From an optimization exercise on the open Yosys and OpenROAD flow, aimed at small area, a short achievable clock period and few clock cycles per item; shortcuts taken in it are not production practice.
RTL that was checked went through simulation tests only; none was proved equivalent to the original.
No activity file was given, so power comes from the tool's default toggle rates.

==> inputs of v29 <==
==> flow/design.v (excerpt) <==
module tree_group_shrink_top (
  input  wire logic        clk_i,
  input  wire logic        rst_ni,
  input  wire logic        start,
  output logic             busy,
  input  wire logic [99:0] in_word_i,
  input  wire logic        cfg_valid_i,
  output logic             cfg_ready_o,
  input  wire logic [6:0]  cfg_data_i,
  output logic             out_valid_o,
  output logic [40:0]      out_word_o
);
  localparam int K = 8;                  
  localparam int KW = 3;
  localparam bit SUM_FIRST = 1'b1;       
  localparam int NB = 2;                 
  localparam int CW = 3;                 
  localparam int NF = 3;                 
  localparam logic [1:0] E_IDLE = 2'd0, E_COMP = 2'd1, E_ERR = 2'd3;
  localparam logic [1:0] T_SUM = 2'd0, T_SCL = 2'd1, T_FIN = 2'd2;
  localparam logic [2:0] G_SUMW = 3'd0, G_SUMI = 3'd1, G_INB = 3'd2, G_QRDY = 3'd3,
                         G_DONE = 3'd4;
  localparam logic [1:0] M_SCL = 2'd0, M_ZERO = 2'd1, M_KEEP = 2'd2;
  logic        busy_q, rdy_q;
  logic        cv_q;
  logic [99:0] cw_q;
  logic [6:0]  len_q;
  logic        acc_cmd, acc_run;
  assign acc_cmd = start & ~busy_q;
  assign acc_run = acc_cmd & (in_word_i[99:98] == 2'd2);
  assign busy = busy_q;
  assign cfg_ready_o = rdy_q;
  always_ff @(posedge clk_i) cw_q <= in_word_i;
  logic [1:0]  c_op;
  logic [5:0]  c_eidx, c_slot;
  logic [31:0] c_eval;
  logic [7:0]  c_s, c_e;
  logic [30:0] c_w;
  logic [6:0]  c_cnt;
  assign c_op = cw_q[99:98];
  assign c_eidx = cw_q[97:92];
  assign c_eval = cw_q[91:60];
  assign c_slot = cw_q[59:54];
  ...
export LEC_CHECK = 0
export CAP_MARGIN = 20
export CORE_MARGIN = 2
export CORE_UTILIZATION = 52
export CTS_CLUSTER_DIAMETER = 180
export CTS_CLUSTER_SIZE = 16
export PLACE_DENSITY = 0.58
export SLEW_MARGIN = 20
create_clock -name core_clock -period 18.0 [get_ports {clk_i}]
standard.sh (not shown) runs the stock make flow with config.mk's settings and CLKGATE_MAP_FILE= SYNTH_SCRIPT=/design/flow/synth_recipe.tcl, a recipe that flattens the netlist after the stock synthesis.
==> flow/flow/run.sh <==
#!/bin/bash
# Layout flow: the standard flow (standard.sh: ORFS synthesis through finish, then the final
# DEF), with the timing repair steps asked to keep this much setup slack on the design's own
# clock, so that they keep working on paths well inside the clock period.
set -euo pipefail
export SETUP_SLACK_MARGIN=12.5
bash standard.sh > standard_flow.log 2>&1
==> v25: changes against v29 <==
--- a/flow/design.v
+++ b/flow/design.v
@@ -3676,28 +3676,28 @@
   assign c_cnt = cw_q[6:0];
   logic cv_elem, cv_grp, cv_run;
   assign cv_elem = cv_q && c_op == 2'd0;
   assign cv_grp = cv_q && c_op == 2'd1;
   assign cv_run = cv_q && c_op == 2'd2;
   logic [31:0] vmem [64];
   logic [31:0] xmem [64];
-  logic [42:0] tmem [64];    
+  logic [43:0] tmem [64];    
   logic [63:0] ne_q;         
   logic        root0_q, broot0_q;
   logic [30:0] w0_q;
   logic        g_ne, g_bad;
   logic [5:0]  g_a, g_b;
   assign g_ne = $signed(c_s) <= $signed(c_e);
   assign g_bad = ($signed(c_s) < 8'sd1) || ($signed(c_e) > 8'sd64);
   assign g_a = c_s[5:0] - 6'd1;
   assign g_b = c_e[5:0] - 6'd1;
   always_ff @(posedge clk_i) begin
     if (cv_elem) vmem[c_eidx] <= c_eval;
     if (cv_grp) begin
-      tmem[c_slot] <= g_bad ? {6'd1, 6'd0, c_w} : {g_a, g_b, c_w};
+      tmem[c_slot] <= {g_bad, g_a, g_b, c_w};
       ne_q[c_slot] <= g_ne;
       if (c_slot == 6'd0) begin
         root0_q <= (c_s == 8'hff) && (c_e == 8'hff);
         broot0_q <= (c_s == 8'hff) && (c_e != 8'hff);
         w0_q <= c_w;
       end
     end
@@ -3726,27 +3726,27 @@
     s_root = (s_c != 7'd0) && root0_q;
     s_broot = (s_c != 7'd0) && broot0_q;
     for (int i = 0; i < 64; i++) s_m[i] = ne_q[i] && (7'(i) < s_c) && !(i == 0 && s_root);
     s_last = '0;
     for (int i = 0; i < 64; i++) if (s_m[i]) s_last = 6'(i);
     s_any = |s_m;
   end
-  logic        fv_q, fne_q, flast_q;
+  logic        fv_q, fne_q, fbad_q, flast_q;
   logic [5:0]  fa_q, fb_q;
   logic [30:0] fl_q;
   logic        f_err, f_drop, f_load, f_take;
-  logic [42:0] t_rd;
+  logic [43:0] t_rd;
   logic        t_ne;
   logic [63:0] goh;          
   always_comb begin
     t_rd = '0;
     t_ne = 1'b0;
     goh = 64'd1 << gi_q;
     for (int i = 0; i < 64; i++) begin
-      t_rd = t_rd | (tmem[i] & {43{goh[i]}});
+      t_rd = t_rd | (tmem[i] & {44{goh[i]}});
       t_ne = t_ne | (ne_q[i] & goh[i]);
     end
   end
   logic [K-1:0]  ev_q;
   logic [2:0]    est_e [K];
   logic [5:0]    ea_q [K];
   logic [5:0]    eb_q [K];
@@ -3854,23 +3854,20 @@
       kpend_e = kpend_e | (koh_q[p] & pend_q[2*p]);
       kpend_o = kpend_o | (koh_q[p] & pend_q[2*p+1]);
     end
   end
   assign xact[0] = 1'b1;
   assign xact[1] = {xpp_q, 1'b1} <= xhi_q;
   assign xstall = xpend_e | (xpend_o & xact[1]) | xgap_q;
-  logic        xsel, ksel;
-  assign xsel = xv_q && !xgap_q;
-  assign ksel = kv_q && !xsel;
-  assign xbeat = xsel && !xstall;
+  assign xbeat = xv_q && !xstall;
   assign xlast = xbeat && xpp_q == xpe_q;
   assign kact[0] = {kpp_q, 1'b0} >= klo_q;
   assign kact[1] = {kpp_q, 1'b1} <= khi_q;
   assign kstall = (kpend_e & kact[0]) | (kpend_o & kact[1]);
-  assign kbeat = ksel && !kstall;
+  assign kbeat = kv_q && !kstall && !xbeat;
   assign klast = kbeat && kpp_q == kpe_q;
   assign k_free = !kv_q || klast;
   assign act[0] = {pp_q, 1'b0} >= plo_q;
   assign act[1] = {pp_q, 1'b1} <= phi_q;
   always_comb begin
     for (int l = 0; l < 2; l++) begin
       logic [5:0] e;
@@ -3880,32 +3877,32 @@
         if (ev_q[j] && etag_q[j] == stag_q && KW'(j) != spidx_q &&
             (est_e[j] == G_SUMI || est_e[j] == G_INB || est_e[j] == G_QRDY) &&
             e >= ea_q[j] && e <= eb_q[j])
           own[l] = 1'b1;
     end
   end
   assign stall = ((pend_e | own[0]) & act[0]) | ((pend_o | own[1]) & act[1]);
-  assign beat = pv_q && (pl2_q || !stall) && !xsel && !ksel;
-  assign beat_el = pv_q && !pl2_q && !stall && !xsel && !ksel;
+  assign beat = pv_q && (pl2_q || !stall) && !xbeat && !kbeat;
+  assign beat_el = pv_q && !pl2_q && !stall && !xbeat && !kbeat;
   assign lastbeat = beat_el && pp_q == pe_q;
   assign a_free = !pv_q || lastbeat;
-  assign roh = xsel ? xoh_q : (ksel ? koh_q : poh_q);
+  assign roh = xbeat ? xoh_q : (kbeat ? koh_q : poh_q);
   assign blocked = 1'b0;
   assign scl_rdy = est_q == E_COMP && ev_q[hd] &&
                    ((est_e[hd] == G_INB && dv_done) || est_e[hd] == G_QRDY);
   assign iss_sum = a_free && est_q == E_COMP && nsum_q != '0 && cred_q != '0;
   logic        tail_act, tail_ok;
   assign tail_act = ev_q[hd] && etag_q[hd] != rb_q;
   assign iss_fin = scl_rdy && elast_q[hd] && !xv_q && k_free;
   assign iss_scl = k_free && scl_rdy && !elast_q[hd] && (!xv_q || eb_q[hd] < {xpp_q, 1'b0});
   assign iss_fin0 = s0 && !s_broot && !s_any;
   assign dv_take = (iss_scl || iss_fin) && est_e[hd] == G_INB;
   assign retire = ev_q[hd] && (iss_scl || iss_fin || est_e[hd] == G_DONE);
   logic f_bad;
-  assign f_bad = fv_q && fne_q && (fa_q > fb_q || {1'b0, fb_q} >= n_q);
+  assign f_bad = fv_q && fne_q && (fbad_q || {1'b0, fb_q} >= n_q);
   assign f_err = est_q == E_COMP && f_bad && !tail_act;
   assign f_drop = fv_q && !fne_q;
   assign f_load = est_q == E_COMP && fv_q && fne_q && !f_bad && cnt_q != (KW+1)'(K);
   assign f_take = f_drop || f_load;
   assign kill = f_err;
   logic [68:0] sq_s;
   logic [30:0] sq_l;
@@ -4032,15 +4029,15 @@
   end
   always_ff @(posedge clk_i) begin
     if (s0) begin
       gi_q <= s_root ? 6'd1 : 6'd0;
     end else if (scan_q && (!fv_q || f_take)) begin
       gi_q <= gi_q + 6'd1;
       fne_q <= t_ne;
-      {fa_q, fb_q, fl_q} <= t_rd;
+      {fbad_q, fa_q, fb_q, fl_q} <= t_rd;
       flast_q <= gi_q == last_q;
     end
   end
   always_ff @(posedge clk_i or negedge rst_ni) begin
     if (!rst_ni) begin
       ev_q <= '0;
       hd_q <= '0;
@@ -4250,42 +4247,42 @@
     end
   end
   logic [31:0] rd_val [2];
   logic [1:0]  rd_raw;
   logic [63:0] zsel, rsel;
   always_comb begin
     for (int j = 0; j < 64; j++) begin
-      zsel[j] = (xsel ? xbk_q : rb_q) ? zb_q[1][j] : zb_q[0][j];
-      rsel[j] = raw_q[j] && !(xsel && xro_q);
+      zsel[j] = (xbeat ? xbk_q : rb_q) ? zb_q[1][j] : zb_q[0][j];
+      rsel[j] = raw_q[j] && !(xbeat && xro_q);
     end
     for (int l = 0; l < 2; l++) begin
       rd_val[l] = '0;
       rd_raw[l] = 1'b0;
       for (int p = 0; p < 32; p++) begin
         rd_val[l] = rd_val[l] | (vmem[2*p+l] & {32{roh[p] & rsel[2*p+l]}}) |
                     (xmem[2*p+l] & {32{roh[p] & ~rsel[2*p+l] & ~zsel[2*p+l]}});
         rd_raw[l] = rd_raw[l] | (roh[p] & rsel[2*p+l]);
       end
     end
   end
   always_ff @(posedge clk_i) begin
-    b1_t <= xsel ? T_FIN : (ksel ? T_SCL : T_SUM);
-    b1_l2 <= pl2_q && !xsel && !ksel;
+    b1_t <= xbeat ? T_FIN : (kbeat ? T_SCL : T_SUM);
+    b1_l2 <= pl2_q && !xbeat && !kbeat;
     b1_first <= pfirst_q;
     b1_l2in <= {pl2l_q[1] && !pl2_q && pp_q == pe_q, pl2l_q[0] && !pl2_q && pfirst_q} &
-               {2{!xsel && !ksel}};
-    b1_p <= xsel ? xpp_q : (ksel ? kpp_q : pp_q);
-    b1_last <= xsel ? xlast : (ksel ? klast : lastbeat);
+               {2{!xbeat && !kbeat}};
+    b1_p <= xbeat ? xpp_q : (kbeat ? kpp_q : pp_q);
+    b1_last <= xbeat ? xlast : (kbeat ? klast : lastbeat);
     b1_m <= xm_q;
-    b1_act <= xsel ? xact : (ksel ? kact : (pl2_q ? 2'b01 : act));
+    b1_act <= xbeat ? xact : (kbeat ? kact : (pl2_q ? 2'b01 : act));
     b1_inr[0] <= !xnr_q && {xpp_q, 1'b0} >= xa_q && {xpp_q, 1'b0} <= xb_q;
     b1_inr[1] <= !xnr_q && {xpp_q, 1'b1} >= xa_q && {xpp_q, 1'b1} <= xb_q;
-    b1_q <= xsel ? xq_q : (ksel ? kq_q : pq_q);
+    b1_q <= xbeat ? xq_q : (kbeat ? kq_q : pq_q);
     b1_rr <= rd_raw & {2{root_q}};
-    b1_cp <= rd_raw & act & {2{!xsel && !ksel && !pl2_q && !tail_act &&
+    b1_cp <= rd_raw & act & {2{!xbeat && !kbeat && !pl2_q && !tail_act &&
                                (!xv_q || xbk_q == rb_q || pp_q < xpp_q)}};
     b1_val[0] <= rd_val[0];
     b1_val[1] <= rd_val[1];
   end
   logic [30:0] leff [2];
   logic [32:0] sp [2];
   logic [32:0] sm [2];
==> flow/flow/run.sh (replaced) <==
#!/bin/bash
# Layout flow: the standard flow (standard.sh: ORFS synthesis through finish, then the final
# DEF), with the timing repair steps asked to keep this much setup slack on the design's own
# clock, so that they keep working on paths well inside the clock period.
set -euo pipefail
export SETUP_SLACK_MARGIN=13.0
bash standard.sh > standard_flow.log 2>&1
CORE_UTILIZATION = 45   (was 52)
PLACE_DENSITY = 0.5   (was 0.58)
==> impl_results.html <==
<table>
<tr><th>Metric</th><th>Value</th></tr>
<tr><th colspan="2">Logic synthesis</th></tr>
<tr><td>Post-Synth Adder-Cell Area</td><td>8.407%</td></tr>
<tr><td>Xor and xnor fraction of the mapped netlist area</td><td>3.774%</td></tr>
<tr><td>Synthesized cell area</td><td>just under 500,000 sq um</td></tr>
<tr><th colspan="2">Status</th></tr>
<tr><td>Layout violations</td><td>capacitance limit, slew limit</td></tr>
<tr><td>Run status</td><td>failed layout checks</td></tr>
<tr><th colspan="2">Power and ir drop</th></tr>
<tr><td>Total design power</td><td>about 120,000 uW</td></tr>
<tr><th colspan="2">Timing</th></tr>
<tr><td>Number of max-slew violations in the final report</td><td>11</td></tr>
<tr><th colspan="2">Drt</th></tr>
<tr><td>Met3 wire length</td><td>just under 300 mm</td></tr>
<tr><th colspan="2">Layout</th></tr>
<tr><td>Footprint of the flip-flops and latches</td><td>between 300,000 and 400,000 sq um</td></tr>
<tr><td>Total number of nets in the final design</td><td>around 40,000</td></tr>
<tr><th colspan="2">Hold path</th></tr>
<tr><td>WHS Endpoint</td><td>b4_mag[1][18]$_DFF_P_</td></tr>
<tr><th colspan="2">Job</th></tr>
<tr><td>Max-cap violations</td><td>1</td></tr>
</table>
the above is filed under v25

==> impl_results.html <==
<table>
<tr><th>Metric</th><th>Value</th></tr>
<tr><th colspan="2">Status</th></tr>
<tr><td>Run status</td><td>complete, no violations</td></tr>
<tr><th colspan="2">Logic synthesis</th></tr>
<tr><td>Post-Synth Adder-Cell Area</td><td>under 10%</td></tr>
<tr><td>Synthesized cell area</td><td>486,500 sq um</td></tr>
<tr><td>Post-synthesis compound-gate area fraction</td><td>between 10% and 20%</td></tr>
<tr><td>Xor and xnor fraction of the mapped netlist area</td><td>3.777%</td></tr>
<tr><th colspan="2">Layout</th></tr>
<tr><td>Total number of nets in the final design</td><td>~40,000</td></tr>
<tr><td>Footprint of the flip-flops and latches</td><td>297,900 sq um</td></tr>
<tr><th colspan="2">Drt</th></tr>
<tr><td>Met3 wire length</td><td>251.2 mm</td></tr>
<tr><th colspan="2">Timing</th></tr>
<tr><td>Number of max-slew violations in the final report</td><td>0</td></tr>
<tr><th colspan="2">Critical path</th></tr>
<tr><td>FF-to-FF path depth</td><td>13</td></tr>
<tr><td>Biggest cell delay along the critical path</td><td>slightly above 1 ns</td></tr>
<tr><th colspan="2">Hold path</th></tr>
<tr><td>WHS Endpoint</td><td>b2_last$_DFF_P_</td></tr>
<tr><td>Hold wc startpoint</td><td>b1_last$_DFF_P_</td></tr>
<tr><td>Hold Path Class</td><td>reg2reg</td></tr>
<tr><th colspan="2">Job</th></tr>
<tr><td>Max-cap violations</td><td>0</td></tr>
<tr><th colspan="2">Power and ir drop</th></tr>
<tr><td>Total design power</td><td>114,000 uW</td></tr>
</table>
the above is filed under v29

Testbench counts of v29, summed over its fixed seeds: cycles 18,662, runs 96.
For v25, only the layout was checked, not whether the RTL still works.

==> wip/umber <==
tree_group_shrink_top, a different RTL version from the one above (not shown whole).
clock: 18.0 ns
lec_check: 0
cap_margin: 30
core_margin: 2
core_utilization: 52
cts_cluster_diameter: 180
cts_cluster_size: 16
place_density: 0.58
slew_margin: 30
==> flow/flow/run.sh <==
#!/bin/bash
# Layout flow: the standard flow (standard.sh: ORFS synthesis through finish, then the final
# DEF), with the timing repair steps asked to keep this much setup slack on the design's own
# clock, so that they keep working on paths well inside the clock period.
set -euo pipefail
export SETUP_SLACK_MARGIN=12.5
bash standard.sh > standard_flow.log 2>&1
==> wip/sierra: changes against wip/umber <==
--- a/flow/design.v
+++ b/flow/design.v
@@ -3798,35 +3798,36 @@
   logic [69:0] b3_c [2];
   logic        b4_v, b4_last;
   logic [1:0]  b4_t, b4_act, b4_sign, b4_inc, b4_zout, b4_cp;
   logic [31:0] b4_mag [2];
   logic [4:0]  b4_p;
   logic [31:0] b4_r [2];
   logic [69:0] acs_q, acc_q;    
-  logic [69:0] sum_q;           
-  logic [61:0] l2_q, l2d_q;
-  logic        sv_q, sd_q;      
+  logic [69:0] ssum;            
+  logic [61:0] l2_q;
+  logic        sv_q;            
   logic        h_v, h_last;
   logic [5:0]  h_j;
   logic [31:0] h_val;
   logic [NF-1:0] bf_v;
   logic [68:0] bf_s [NF];
   logic [30:0] bf_l [NF];
   logic        sq_load, sq_busy, dv_done, dv_take, dv_busy;
   assign dv_busy = 1'b0;
   logic [31:0] dv_q;
   logic        kill;
   logic [KW-1:0] hd, sc;
   assign hd = hd_q;
   assign sc = sidx_q;
   logic        big, dec_zero, dec_keep, dec_b, dec_zk;
-  assign big = sum_q > {8'd0, l2d_q};
-  assign dec_zero = sd_q && !big;
-  assign dec_keep = sd_q && big && el_q[didx_q] == 31'd0;
-  assign dec_b = sd_q && big && el_q[didx_q] != 31'd0;
+  assign ssum = acs_q + acc_q;
+  assign big = ssum > {8'd0, l2_q};
+  assign dec_zero = sv_q && !big;
+  assign dec_keep = sv_q && big && el_q[didx_q] == 31'd0;
+  assign dec_b = sv_q && big && el_q[didx_q] != 31'd0;
   assign dec_zk = dec_zero || dec_keep;
   logic        zm_en;
   logic [63:0] zmask;
   assign zm_en = dec_zero && !elast_q[didx_q];
   always_comb for (int j = 0; j < 64; j++)
     zmask[j] = zm_en && (6'(j) >= ea_q[didx_q]) && (6'(j) <= eb_q[didx_q]);
   logic        stall, beat, beat_el, lastbeat, a_free;
@@ -3901,17 +3902,17 @@
   assign f_err = est_q == E_COMP && f_bad && !tail_act;
   assign f_drop = fv_q && !fne_q;
   assign f_load = est_q == E_COMP && fv_q && fne_q && !f_bad && cnt_q != (KW+1)'(K);
   assign f_take = f_drop || f_load;
   assign kill = f_err;
   logic [68:0] sq_s;
   logic [30:0] sq_l;
-  assign sq_load = (bf_v[0] || dec_b) && !sq_busy;
-  assign sq_s = bf_v[0] ? bf_s[0] : sum_q[68:0];
-  assign sq_l = bf_v[0] ? bf_l[0] : el_q[didx_q];
+  assign sq_load = bf_v[0] && !sq_busy;
+  assign sq_s = bf_s[0];
+  assign sq_l = bf_l[0];
   logic [NB-1:0] l_sqb, l_sqd, l_dvb, l_dvd, l_dvl;
   logic [35:0]   l_r [NB];
   logic [30:0]   l_l [NB];
   logic [31:0]   l_q [NB];
   localparam int NBW = (NB > 1) ? $clog2(NB) : 1;
   logic [NBW-1:0] bl_in_q, bl_out_q;
   assign sq_busy = l_sqb[bl_in_q];
@@ -4057,29 +4058,29 @@
       if (f_load) begin
         ev_q[tl_q] <= 1'b1;
         tl_q <= tl_q + 1'b1;
       end
       cnt_q <= cnt_q + (KW+1)'(f_load) - (KW+1)'(retire);
       nsum_q <= nsum_q + (KW+1)'(f_load) - (KW+1)'(iss_sum);
       if (iss_sum) sidx_q <= sidx_q + 1'b1;
-      if (sd_q) didx_q <= didx_q + 1'b1;
+      if (sv_q) didx_q <= didx_q + 1'b1;
       cred_q <= cred_q - CW'(iss_sum) + CW'(dec_zk) + CW'(sq_load);
     end
   end
   always_ff @(posedge clk_i) begin
     if (f_load) begin
       est_e[tl_q] <= G_SUMW;
       ea_q[tl_q] <= fa_q;
       eb_q[tl_q] <= fb_q;
       el_q[tl_q] <= fl_q;
       elast_q[tl_q] <= flast_q;
       etag_q[tl_q] <= rb_q;
     end
     if (iss_sum) est_e[sc] <= G_SUMI;
-    if (sd_q) begin
+    if (sv_q) begin
       if (dec_b) begin
         est_e[didx_q] <= G_INB;
       end else if (elast_q[didx_q]) begin
         est_e[didx_q] <= G_QRDY;
         emode_q[didx_q] <= dec_zero ? M_ZERO : M_KEEP;
       end else begin
         est_e[didx_q] <= G_DONE;
@@ -4088,30 +4089,30 @@
   end
   always_ff @(posedge clk_i or negedge rst_ni) begin
     if (!rst_ni) bf_v <= '0;
     else if (kill) bf_v <= '0;
     else begin
       logic pop, push;
       logic [NF-1:0] v;
-      pop = sq_load && bf_v[0];
-      push = dec_b && !(sq_load && !bf_v[0]);
+      pop = sq_load;
+      push = dec_b;
       v = pop ? (bf_v >> 1) : bf_v;
       if (push) v = {v[NF-2:0], 1'b1};
       bf_v <= v;
     end
   end
   always_ff @(posedge clk_i) begin
     logic pop;
     logic [NF-1:0] v, vp;
     pop = sq_load && bf_v[0];
     v = pop ? (bf_v >> 1) : bf_v;
     vp = {v[NF-2:0], 1'b1};           
     for (int i = 0; i < NF; i++) begin
       if (dec_b && !v[i] && vp[i]) begin
-        bf_s[i] <= sum_q[68:0];
+        bf_s[i] <= ssum[68:0];
         bf_l[i] <= el_q[didx_q];
       end else if (pop && i < NF - 1) begin
         bf_s[i] <= bf_s[i+1];
         bf_l[i] <= bf_l[i+1];
       end
     end
   end
@@ -4212,20 +4213,20 @@
     else if (s0) rb_q <= ~rb_q;
   end
   always_ff @(posedge clk_i) begin
     for (int j = 0; j < 64; j++) begin
       if (s0) begin
         raw_q[j] <= 7'(j) < s_n;
         zb_q[~rb_q][j] <= 1'b0;
-      end else if (wr_en[j%2] && b4_p == 5'(j/2)) begin
-        raw_q[j] <= 1'b0;
-        zb_q[rb_q][j] <= 1'b0;
       end else if (zmask[j]) begin
         raw_q[j] <= 1'b0;
         zb_q[rb_q][j] <= 1'b1;
+      end else if (wr_en[j%2] && b4_p == 5'(j/2)) begin
+        raw_q[j] <= 1'b0;
+        zb_q[rb_q][j] <= 1'b0;
       end
     end
   end
   always_ff @(posedge clk_i or negedge rst_ni) begin
     if (!rst_ni) begin
       b1_v <= 1'b0;
       b2_v <= 1'b0;
@@ -4393,29 +4394,22 @@
         acc_q <= b3_c[1];
       end else begin
         acs_q <= x4;
         acc_q <= y4;
         if (b3_l2in[1]) l2_q <= p1sum[61:0];
       end
     end
-    if (sv_q) begin
-      sum_q <= acs_q + acc_q;
-      l2d_q <= l2_q;
-    end
   end
   always_ff @(posedge clk_i or negedge rst_ni) begin
     if (!rst_ni) begin
       sv_q <= 1'b0;
-      sd_q <= 1'b0;
     end else if (kill) begin
       sv_q <= 1'b0;
-      sd_q <= 1'b0;
     end else begin
       sv_q <= b3_v && t_sum && b3_last;
-      sd_q <= sv_q;
     end
   end
   logic [31:0] res [2];
   logic [31:0] wval [2];
   always_comb begin
     for (int l = 0; l < 2; l++) begin
       if (b4_cp[l]) res[l] = b4_mag[l];
==> flow/config.mk (replaced) <==
export PLATFORM = sky130hd
export DESIGN_NAME = tree_group_shrink_top
export DESIGN_NICKNAME = tree_group_shrink_top
export VERILOG_FILES = /design/flow/design.v
export SDC_FILE = /design/flow/constraint.sdc
export NUM_CORES = 8
export LEC_CHECK = 0
export CAP_MARGIN = 20
export CORE_MARGIN = 2
export CORE_UTILIZATION = 58
export CTS_CLUSTER_DIAMETER = 180
export CTS_CLUSTER_SIZE = 16
export PLACE_DENSITY = 0.64
export SLEW_MARGIN = 20
==> wip/delta: changes against wip/umber <==
--- a/flow/design.v
+++ b/flow/design.v
@@ -3798,35 +3798,36 @@
   logic [69:0] b3_c [2];
   logic        b4_v, b4_last;
   logic [1:0]  b4_t, b4_act, b4_sign, b4_inc, b4_zout, b4_cp;
   logic [31:0] b4_mag [2];
   logic [4:0]  b4_p;
   logic [31:0] b4_r [2];
   logic [69:0] acs_q, acc_q;    
-  logic [69:0] sum_q;           
-  logic [61:0] l2_q, l2d_q;
-  logic        sv_q, sd_q;      
+  logic [69:0] ssum;            
+  logic [61:0] l2_q;
+  logic        sv_q;            
   logic        h_v, h_last;
   logic [5:0]  h_j;
   logic [31:0] h_val;
   logic [NF-1:0] bf_v;
   logic [68:0] bf_s [NF];
   logic [30:0] bf_l [NF];
   logic        sq_load, sq_busy, dv_done, dv_take, dv_busy;
   assign dv_busy = 1'b0;
   logic [31:0] dv_q;
   logic        kill;
   logic [KW-1:0] hd, sc;
   assign hd = hd_q;
   assign sc = sidx_q;
   logic        big, dec_zero, dec_keep, dec_b, dec_zk;
-  assign big = sum_q > {8'd0, l2d_q};
-  assign dec_zero = sd_q && !big;
-  assign dec_keep = sd_q && big && el_q[didx_q] == 31'd0;
-  assign dec_b = sd_q && big && el_q[didx_q] != 31'd0;
+  assign ssum = acs_q + acc_q;
+  assign big = ssum > {8'd0, l2_q};
+  assign dec_zero = sv_q && !big;
+  assign dec_keep = sv_q && big && el_q[didx_q] == 31'd0;
+  assign dec_b = sv_q && big && el_q[didx_q] != 31'd0;
   assign dec_zk = dec_zero || dec_keep;
   logic        zm_en;
   logic [63:0] zmask;
   assign zm_en = dec_zero && !elast_q[didx_q];
   always_comb for (int j = 0; j < 64; j++)
     zmask[j] = zm_en && (6'(j) >= ea_q[didx_q]) && (6'(j) <= eb_q[didx_q]);
   logic        stall, beat, beat_el, lastbeat, a_free;
@@ -3901,17 +3902,17 @@
   assign f_err = est_q == E_COMP && f_bad && !tail_act;
   assign f_drop = fv_q && !fne_q;
   assign f_load = est_q == E_COMP && fv_q && fne_q && !f_bad && cnt_q != (KW+1)'(K);
   assign f_take = f_drop || f_load;
   assign kill = f_err;
   logic [68:0] sq_s;
   logic [30:0] sq_l;
-  assign sq_load = (bf_v[0] || dec_b) && !sq_busy;
-  assign sq_s = bf_v[0] ? bf_s[0] : sum_q[68:0];
-  assign sq_l = bf_v[0] ? bf_l[0] : el_q[didx_q];
+  assign sq_load = bf_v[0] && !sq_busy;
+  assign sq_s = bf_s[0];
+  assign sq_l = bf_l[0];
   logic [NB-1:0] l_sqb, l_sqd, l_dvb, l_dvd, l_dvl;
   logic [35:0]   l_r [NB];
   logic [30:0]   l_l [NB];
   logic [31:0]   l_q [NB];
   localparam int NBW = (NB > 1) ? $clog2(NB) : 1;
   logic [NBW-1:0] bl_in_q, bl_out_q;
   assign sq_busy = l_sqb[bl_in_q];
@@ -4057,29 +4058,29 @@
       if (f_load) begin
         ev_q[tl_q] <= 1'b1;
         tl_q <= tl_q + 1'b1;
       end
       cnt_q <= cnt_q + (KW+1)'(f_load) - (KW+1)'(retire);
       nsum_q <= nsum_q + (KW+1)'(f_load) - (KW+1)'(iss_sum);
       if (iss_sum) sidx_q <= sidx_q + 1'b1;
-      if (sd_q) didx_q <= didx_q + 1'b1;
+      if (sv_q) didx_q <= didx_q + 1'b1;
       cred_q <= cred_q - CW'(iss_sum) + CW'(dec_zk) + CW'(sq_load);
     end
   end
   always_ff @(posedge clk_i) begin
     if (f_load) begin
       est_e[tl_q] <= G_SUMW;
       ea_q[tl_q] <= fa_q;
       eb_q[tl_q] <= fb_q;
       el_q[tl_q] <= fl_q;
       elast_q[tl_q] <= flast_q;
       etag_q[tl_q] <= rb_q;
     end
     if (iss_sum) est_e[sc] <= G_SUMI;
-    if (sd_q) begin
+    if (sv_q) begin
       if (dec_b) begin
         est_e[didx_q] <= G_INB;
       end else if (elast_q[didx_q]) begin
         est_e[didx_q] <= G_QRDY;
         emode_q[didx_q] <= dec_zero ? M_ZERO : M_KEEP;
       end else begin
         est_e[didx_q] <= G_DONE;
@@ -4088,30 +4089,30 @@
   end
   always_ff @(posedge clk_i or negedge rst_ni) begin
     if (!rst_ni) bf_v <= '0;
     else if (kill) bf_v <= '0;
     else begin
       logic pop, push;
       logic [NF-1:0] v;
-      pop = sq_load && bf_v[0];
-      push = dec_b && !(sq_load && !bf_v[0]);
+      pop = sq_load;
+      push = dec_b;
       v = pop ? (bf_v >> 1) : bf_v;
       if (push) v = {v[NF-2:0], 1'b1};
       bf_v <= v;
     end
   end
   always_ff @(posedge clk_i) begin
     logic pop;
     logic [NF-1:0] v, vp;
     pop = sq_load && bf_v[0];
     v = pop ? (bf_v >> 1) : bf_v;
     vp = {v[NF-2:0], 1'b1};           
     for (int i = 0; i < NF; i++) begin
       if (dec_b && !v[i] && vp[i]) begin
-        bf_s[i] <= sum_q[68:0];
+        bf_s[i] <= ssum[68:0];
         bf_l[i] <= el_q[didx_q];
       end else if (pop && i < NF - 1) begin
         bf_s[i] <= bf_s[i+1];
         bf_l[i] <= bf_l[i+1];
       end
     end
   end
@@ -4212,20 +4213,20 @@
     else if (s0) rb_q <= ~rb_q;
   end
   always_ff @(posedge clk_i) begin
     for (int j = 0; j < 64; j++) begin
       if (s0) begin
         raw_q[j] <= 7'(j) < s_n;
         zb_q[~rb_q][j] <= 1'b0;
-      end else if (wr_en[j%2] && b4_p == 5'(j/2)) begin
-        raw_q[j] <= 1'b0;
-        zb_q[rb_q][j] <= 1'b0;
       end else if (zmask[j]) begin
         raw_q[j] <= 1'b0;
         zb_q[rb_q][j] <= 1'b1;
+      end else if (wr_en[j%2] && b4_p == 5'(j/2)) begin
+        raw_q[j] <= 1'b0;
+        zb_q[rb_q][j] <= 1'b0;
       end
     end
   end
   always_ff @(posedge clk_i or negedge rst_ni) begin
     if (!rst_ni) begin
       b1_v <= 1'b0;
       b2_v <= 1'b0;
@@ -4393,29 +4394,22 @@
         acc_q <= b3_c[1];
       end else begin
         acs_q <= x4;
         acc_q <= y4;
         if (b3_l2in[1]) l2_q <= p1sum[61:0];
       end
     end
-    if (sv_q) begin
-      sum_q <= acs_q + acc_q;
-      l2d_q <= l2_q;
-    end
   end
   always_ff @(posedge clk_i or negedge rst_ni) begin
     if (!rst_ni) begin
       sv_q <= 1'b0;
-      sd_q <= 1'b0;
     end else if (kill) begin
       sv_q <= 1'b0;
-      sd_q <= 1'b0;
     end else begin
       sv_q <= b3_v && t_sum && b3_last;
-      sd_q <= sv_q;
     end
   end
   logic [31:0] res [2];
   logic [31:0] wval [2];
   always_comb begin
     for (int l = 0; l < 2; l++) begin
       if (b4_cp[l]) res[l] = b4_mag[l];
==> flow/config.mk (replaced) <==
export PLATFORM = sky130hd
export DESIGN_NAME = tree_group_shrink_top
export DESIGN_NICKNAME = tree_group_shrink_top
export VERILOG_FILES = /design/flow/design.v
export SDC_FILE = /design/flow/constraint.sdc
export NUM_CORES = 8
export LEC_CHECK = 0
export CAP_MARGIN = 20
export CORE_MARGIN = 2
export CORE_UTILIZATION = 52
export CTS_CLUSTER_DIAMETER = 180
export CTS_CLUSTER_SIZE = 16
export PLACE_DENSITY = 0.58
export SLEW_MARGIN = 20
==> qor summary <==
|  | wip/delta | wip/umber | wip/sierra |
|---|---|---|---|
| Result of the run | complete, but fails checks | no timing/DRC/antenna violations | no timing/DRC/antenna violations |
| Reasons for failing layout checks | capacitance limit | - | - |
| Total power consumption of the routed design | 109 mW | 107 mW | 108 mW |
| Die area | 0.929 mm² | 0.941 mm² | 0.834 mm² |
| Synth Area in XOR/XNOR | 3.83% | 3.80% | 3.83% |
| TritonCTS Buffers | 724 | 733 | 709 |
| Post-synthesis compound-gate area fraction | 14.1% | 14.1% | 14.1% |
| Diodes inserted | 146 | 230 | 204 |
| Fraction of area in registers | 55.1% | 56.0% | 55.3% |
| Met1 Usage GRT | 57.1% | 55.3% | 59.5% |
| Reg2Reg Setup Slack | 10.05 ns | 12.35 ns | 9.98 ns |
| Area of placed instances | 0.501 mm² | 0.508 mm² | 0.499 mm² |
| Reg2reg path depth | 36 | 14 | 41 |
| Final setup skew | 0.139 ns | 0.150 ns | 0.153 ns |
| Clock buffer cells | 1128 | 1149 | 1108 |
| Share of async-settable or async-resettable flops after synthesis | 1.32% | 1.31% | 1.32% |
| Critical Path Max Stage Delay | 0.47 ns | 0.75 ns | 0.68 ns |
| Syn Std Cell Area | 0.479 mm² | 0.485 mm² | 0.479 mm² |
| Dpl ws | 8.04 ns | 10.14 ns | 8.16 ns |
| Portion of netlist area occupied by mux cells | 1.69% | 2.22% | 1.69% |
Testbench counts of wip/umber, summed over its fixed seeds: cycles 18,360, runs 96.
Testbench counts of wip/sierra, summed over its fixed seeds: cycles 18,355, runs 96.
Testbench counts of wip/delta, summed over its fixed seeds: cycles 18,355, runs 96.

## separate check: timing with driven ports
The flow's constraints put no driver on any port. The routed layouts listed below were extracted and timed again, unchanged, in two steps.
Step 1 sets driving cells, clkbuf_16 on the clock port and buf_2 on the other inputs (assumed; they add their load-dependent delay and slew).
Step 2 adds t to the input delays and takes it off the output delays; t is the mean of the earliest and latest rising clock arrival at the registers after step 1. Input paths then give back, and output paths get back, about the clock's delay inside the block.
a / b / c = ideal ports / drivers / drivers and shift; a / b = the first two.
run | t (ns) | setup slack, ns | hold slack, ns | clock arrival spread, ns
v29 | 1.292 | 12.289 / 12.282 / 12.289 | 0.297 / 0.297 / 0.297 | 0.157 / 0.157
v25 | 1.385 | 12.441 / 12.319 / 12.082 | 0.247 / 0.247 / 0.247 | 0.202 / 0.203
wip/umber | 1.256 | 12.350 / 12.265 / 12.350 | 0.278 / 0.278 / 0.278 | 0.151 / 0.151
wip/sierra | 1.353 | 9.979 / 9.979 / 9.979 | 0.282 / 0.282 / 0.282 | 0.175 / 0.175
wip/delta | 1.300 | 10.049 / 10.049 / 10.049 | 0.291 / 0.291 / 0.291 | 0.165 / 0.165
For v25, which loses most, drivers alone change the setup slack by -0.122 ns; drivers and shift together by -0.359 ns. Setup slack includes reset recovery checks.
